This is an optimization exercise on Yosys and OpenROAD, whose aim is small area, a short achievable clock period and few clock cycles per item, not a production implementation. Power is estimated from default activity; no workload was simulated.

## mining_job_tag_result_matcher_core
module mining_job_tag_result_matcher_core #(
  parameter int JOB_SLOTS = 128
) (
  input  logic                              clk,
  input  logic                              rst,
  input  logic                              in_valid,
  output logic                              in_ready,
  input  logic                              action,
  input  logic [31:0]                       job_version,
  input  logic                              nonce_resp,
  input  logic [31:0]                       frame_word,
  input  logic [7:0]                        frame_addr_byte,
  input  logic [7:0]                        frame_tag_byte,
  input  logic [15:0]                       frame_version,
  output logic                              out_valid,
  input  logic                              out_ready,
  output logic [mjtm_pkg::STATUS_W-1:0]     status,
  output logic [mjtm_pkg::TAG_W-1:0]        tag,
  output logic [mjtm_pkg::CHIP_W-1:0]       chip_index,
  output logic [mjtm_pkg::KIND_W-1:0]       register_kind,
  output logic [31:0]                       data_word,
  output logic [31:0]                       full_version,
  input  logic                              psel,
  input  logic                              penable,
  input  logic                              pwrite,
  input  logic [mjtm_pkg::PADDR_W-1:0]      paddr,
  input  logic [31:0]                       pwdata,
  output logic [31:0]                       prdata,
  output logic                              pready
);
clock: 4.0 ns
lec_check: 0
abc_clock_period_in_ps: 2000
cap_margin: 20
core_margin: 2
core_utilization: 40
setup_slack_margin: 1.9
slew_margin: 20
run.sh (not shown) runs the stock make flow with config.mk's settings and CLKGATE_MAP_FILE= SYNTH_SCRIPT=/design/flow/synth_recipe.tcl, a recipe that flattens the netlist after the stock synthesis.
The baseline went through all stages and came out clean.
==> next run, changes <==
--- a/flow/design.v
+++ b/flow/design.v
@@ -501,17 +501,28 @@
   logic [31:0] version_mem [16];
   logic        s1_issue;
   logic        s1_nhit;
   logic        s1_div;
   assign s1_issue = (s1_status == mjtm_pkg::ST_ISSUED);
   assign s1_nhit  = (s1_status == mjtm_pkg::ST_NONCE);
   assign s1_div   = (s1_status == mjtm_pkg::ST_NONCE) || (s1_status == mjtm_pkg::ST_REG);
+  logic [15:0] s1_sel;
+  logic [31:0] s1_rd;
+  always_comb begin
+    s1_rd = '0;
+    for (int i = 0; i < 16; i++) begin
+      s1_sel[i] = (s1_tag == 4'(i));
+      s1_rd     = s1_rd | ({32{s1_sel[i] & s1_nhit}} & version_mem[i]);
+    end
+  end
   always_ff @(posedge clk) begin
-    if (adv && v1 && s1_issue) begin
-      version_mem[s1_tag] <= s1_word;
+    for (int i = 0; i < 16; i++) begin
+      if (adv && v1 && s1_issue && s1_sel[i]) begin
+        version_mem[i] <= s1_word;
+      end
     end
   end
   always_ff @(posedge clk) begin
     if (rst) begin
       v1        <= 1'b0;
       out_valid <= 1'b0;
     end else if (adv) begin
@@ -522,11 +533,11 @@
   always_ff @(posedge clk) begin
     if (adv) begin
       status        <= s1_status;
       tag           <= {s1_tag, 3'b000};
       register_kind <= s1_kind;
       chip_index    <= s1_div ? b_q : 8'd0;
       data_word     <= s1_issue ? 32'd0 : s1_word;
-      full_version  <= (s1_nhit ? version_mem[s1_tag] : 32'd0) | {3'b000, s1_fver, 13'b0};
+      full_version  <= s1_rd | {3'b000, s1_fver, 13'b0};
     end
   end
 endmodule
The new run went through all stages and came out clean.
Setup slack degrades by 0.20 ns.
Wire length is higher by 23%.
Synthesized cell count is higher by 9.7%.
Count of clock-buffer cells in the layout is higher by 6.
Power is lower by 6.4%.
Via count is higher by 14%.
Die area is lower by 3.0%.
Design area is higher by 1.5%.
Non-clock buffer count is higher by 122.
Clock power is lower by 4.6%.
Function was not checked in any run of this note: the RTL went through the layout flow alone.

---

main:
mining_job_tag_result_matcher_core, a different RTL version from the one above (not shown whole).
For scale: roughly 830 flip-flops, about 37000 µm² of cells after synthesis.
==> flow/config.mk <==
export PLATFORM = sky130hd
export DESIGN_NAME = mining_job_tag_result_matcher_core
export DESIGN_NICKNAME = mining_job_tag_result_matcher_core
export VERILOG_FILES = /design/flow/design.v
export SDC_FILE = /design/flow/constraint.sdc
export NUM_CORES = 4
export LEC_CHECK = 0
export ABC_CLOCK_PERIOD_IN_PS = 2000
export CAP_MARGIN = 20
export CORE_MARGIN = 2
export CORE_UTILIZATION = 65
export CTS_CLUSTER_DIAMETER = 100
export CTS_CLUSTER_SIZE = 30
export SETUP_SLACK_MARGIN = 1.95
export SLEW_MARGIN = 20
export TNS_END_PERCENT = 20
==> flow/constraint.sdc <==
create_clock -name core_clock -period 4.0 [get_ports {clk}]
set_input_delay 0.8000 -clock core_clock [delete_from_list [all_inputs] [get_ports {clk}]]
set_output_delay 0.8000 -clock core_clock [all_outputs]
set_load 0.01 [all_outputs]
standard.sh (not shown) runs the stock make flow with config.mk's settings and CLKGATE_MAP_FILE= SYNTH_SCRIPT=/design/flow/synth_recipe.tcl, a recipe that flattens the netlist after the stock synthesis.
==> flow/flow/run.sh <==
#!/bin/bash
# Standard synthesis, then the standard layout with port buffers of
# sky130_fd_sc_hd__buf_2 and no dummy loads in the clock tree.
set -euo pipefail
bash standard.sh synth > synth.log 2>&1
bash standard.sh \
  "BUFFER_PORTS_ARGS=-buffer_cell sky130_fd_sc_hd__buf_2" \
  "CTS_ARGS=-sink_clustering_enable -repair_clock_nets -dont_use_dummy_load -sink_clustering_size 30 -sink_clustering_max_diameter 100" \
  finish > layout.log 2>&1
[inputs] the feature branch vs main
diff --git a/flow/design.v b/flow/design.v
--- a/flow/design.v
+++ b/flow/design.v
@@ -832,97 +832,77 @@
     end
   end
   logic [3:0]  next_slot;
   logic [3:0]  issue_slot;
   logic [15:0] slot_valid;
   logic        a_issue;       
   logic        a_nonce;       
   logic        a_reg;         
   logic [3:0]  a_tag;
-  logic [2:0]  a_kind;
+  logic        a_k8x;         
   logic [7:0]  a_dvd;
   logic        a_hit;
   assign issue_slot = next_slot + 4'd3;
   assign a_hit      = slot_valid[frame_tag_byte[7:4]];
   assign a_issue    = !action;
   assign a_nonce    = action && nonce_resp;
   assign a_tag      = action ? frame_tag_byte[7:4] : issue_slot;
   assign a_dvd      = nonce_resp ? frame_word[24:17] : frame_addr_byte;
-  always_comb begin
-    a_reg  = 1'b0;
-    a_kind = '0;
-    if (action && !nonce_resp) begin
-      if (frame_tag_byte == 8'h4C) begin
-        a_reg = 1'b1;
-      end else if (frame_tag_byte >= 8'h88 && frame_tag_byte <= 8'h8C) begin
-        a_reg  = 1'b1;
-        a_kind = frame_tag_byte[2:0] + 3'd1;
-      end
-    end
-  end
+  assign a_k8x = (frame_tag_byte >= 8'h88) && (frame_tag_byte <= 8'h8C);
+  assign a_reg = action && !nonce_resp && ((frame_tag_byte == 8'h4C) || a_k8x);
   always_ff @(posedge clk) begin
     if (rst) begin
       next_slot  <= '0;
       slot_valid <= '0;
     end else if (acc && !action) begin
       next_slot              <= issue_slot;
       slot_valid[issue_slot] <= 1'b1;
     end
   end
-  logic [3:0]  n_qh, n_rh, r_qh, r_rh;
-  logic [15:1] n_loge, r_loge;
-  logic [3:0]  a_qh;
-  logic [3:0]  a_rh;
-  logic [15:1] a_loge;
-  mjtm_front u_front_n (
-    .t (frame_word[24:21]),
-    .s (sf),
-    .q (n_qh),
-    .r (n_rh)
-  );
-  mjtm_front u_front_r (
-    .t (frame_addr_byte[7:4]),
+  logic [3:0] a_qh;
+  logic [3:0] a_rh;
+  mjtm_front u_front (
+    .t (a_dvd[7:4]),
     .s (sf),
-    .q (r_qh),
-    .r (r_rh)
+    .q (a_qh),
+    .r (a_rh)
   );
+  logic [15:1] a_loge;
   always_comb begin
     for (int m = 1; m < 16; m++) begin
-      n_loge[m] = frame_word[20:17] >= mval[m][3:0];
-      r_loge[m] = frame_addr_byte[3:0] >= mval[m][3:0];
+      a_loge[m] = a_dvd[3:0] >= mval[m][3:0];
     end
   end
-  assign a_qh   = nonce_resp ? n_qh : r_qh;
-  assign a_rh   = nonce_resp ? n_rh : r_rh;
-  assign a_loge = nonce_resp ? n_loge : r_loge;
   logic        s1_issue;
   logic        s1_nonce;
   logic        s1_reg;
   logic        s1_hit;
   logic [15:0] s1_sel;        
   logic [15:0] s1_sel_n;      
-  logic [2:0]  s1_kind;
+  logic        s1_k8x;
+  logic [2:0]  s1_kraw;       
   logic [31:0] s1_word;       
   logic [15:0] s1_fver;
   logic [3:0]  s1_qh;
   logic [3:0]  s1_rh;
   logic [15:1] s1_loge;
   always_ff @(posedge clk) begin
     if (adv) begin
       s1_issue <= a_issue;
       s1_nonce <= a_nonce;
       s1_reg   <= a_reg;
       s1_hit   <= a_hit;
       for (int i = 0; i < 16; i++) begin
         s1_sel[i]   <= (a_issue || a_nonce) && (a_tag == 4'(i));
         s1_sel_n[i] <= !((a_issue || a_nonce) && (a_tag == 4'(i)));
       end
-      s1_kind  <= a_kind;
+      s1_k8x   <= a_k8x;
+      s1_kraw  <= frame_tag_byte[2:0];
       s1_word  <= action ? frame_word : job_version;
       s1_fver  <= frame_version;
       s1_qh    <= a_qh;
       s1_rh    <= a_rh;
       s1_loge  <= a_loge;
     end
   end
   logic s1_nhit;              
   logic s1_div;               
@@ -956,19 +936,19 @@
   logic [3:0]  s2_qh;
   logic [3:0]  s2_ql;
   always_comb begin
     s2_issue = s1_issue;
     s2_nonce = s1_nonce;
     s2_reg   = s1_reg;
     s2_nhit  = s1_nhit;
     s2_div   = s1_div;
     s2_sel   = s1_sel;
-    s2_kind  = s1_kind;
+    s2_kind  = (s1_reg && s1_k8x) ? s1_kraw + 3'd1 : 3'd0;
     s2_word  = s1_word;
     s2_fver  = s1_fver;
     s2_qh    = s1_div ? s1_qh : 4'd0;
     s2_ql    = b_ql;
   end
   logic [2:0] s2_status;
   always_comb begin
     if (s2_issue) begin
       s2_status = mjtm_pkg::ST_ISSUED;
--- outcome ---
The feature branch: no failed stages, no open violations at the end. In the feature branch the via count of the first global-routing pass turned out 2653 lower than in main. The area added between synthesis and finish reported for the feature branch is smaller than that of main by 1.0 points. Diff main -> the feature branch: worst slew margin relative to its limit now sits lower, number of flops mapped to enable cells by yosys shows no meaningful change. Diff main -> the feature branch | met1 capacity usage during global routing | increase of 0.74 points. Diff main -> the feature branch | post-CTS setup repair buffer count | increase of 10.
No run of this note included a check of the RTL's function; only the layout flow was run.

[static timing again, ports no longer ideal]
In the flow no input, the clock included, has a driving cell. The finished layouts below were timed again as built, in two steps.
Step 1, drivers: a clkbuf_16 drives clk and a buf_2 each remaining input, both assumed.
Step 2 adds t to the input delays and takes it off the output delays; t is the mean of the earliest and latest rising clock arrival at the registers after step 1. Input paths then give back, and output paths get back, about the clock's delay inside the block.
a / b / c = ideal / step 1 / step 2; a / b = the first two.
| run | t (ns) | slack for setup (ns) | hold slack, ns | latest minus earliest clock arrival (ns) | slew at the worst register clock pin (ns) |
|---|---|---|---|---|---|
| the first run of note 1 | 0.678 | 1.621 / 1.621 / 1.122 | 0.423 / 0.423 / 0.423 | 0.039 / 0.039 | 0.07 / 0.07 |
| the second run of note 1 | 0.689 | 1.422 / 1.422 / 1.072 | 0.425 / 0.425 / 0.425 | 0.040 / 0.040 | 0.07 / 0.07 |
| main | 0.625 | 1.665 / 1.665 / 1.212 | 0.371 / 0.330 / 0.396 | 0.097 / 0.097 | 0.11 / 0.11 |
| the feature branch | 0.634 | 1.708 / 1.708 / 1.180 | 0.361 / 0.326 / 0.461 | 0.078 / 0.078 | 0.11 / 0.11 |
After both steps every run listed still meets setup and hold. For the feature branch, which loses most, drivers alone change the setup slack by 0.000 ns; drivers and shift together by -0.528 ns.
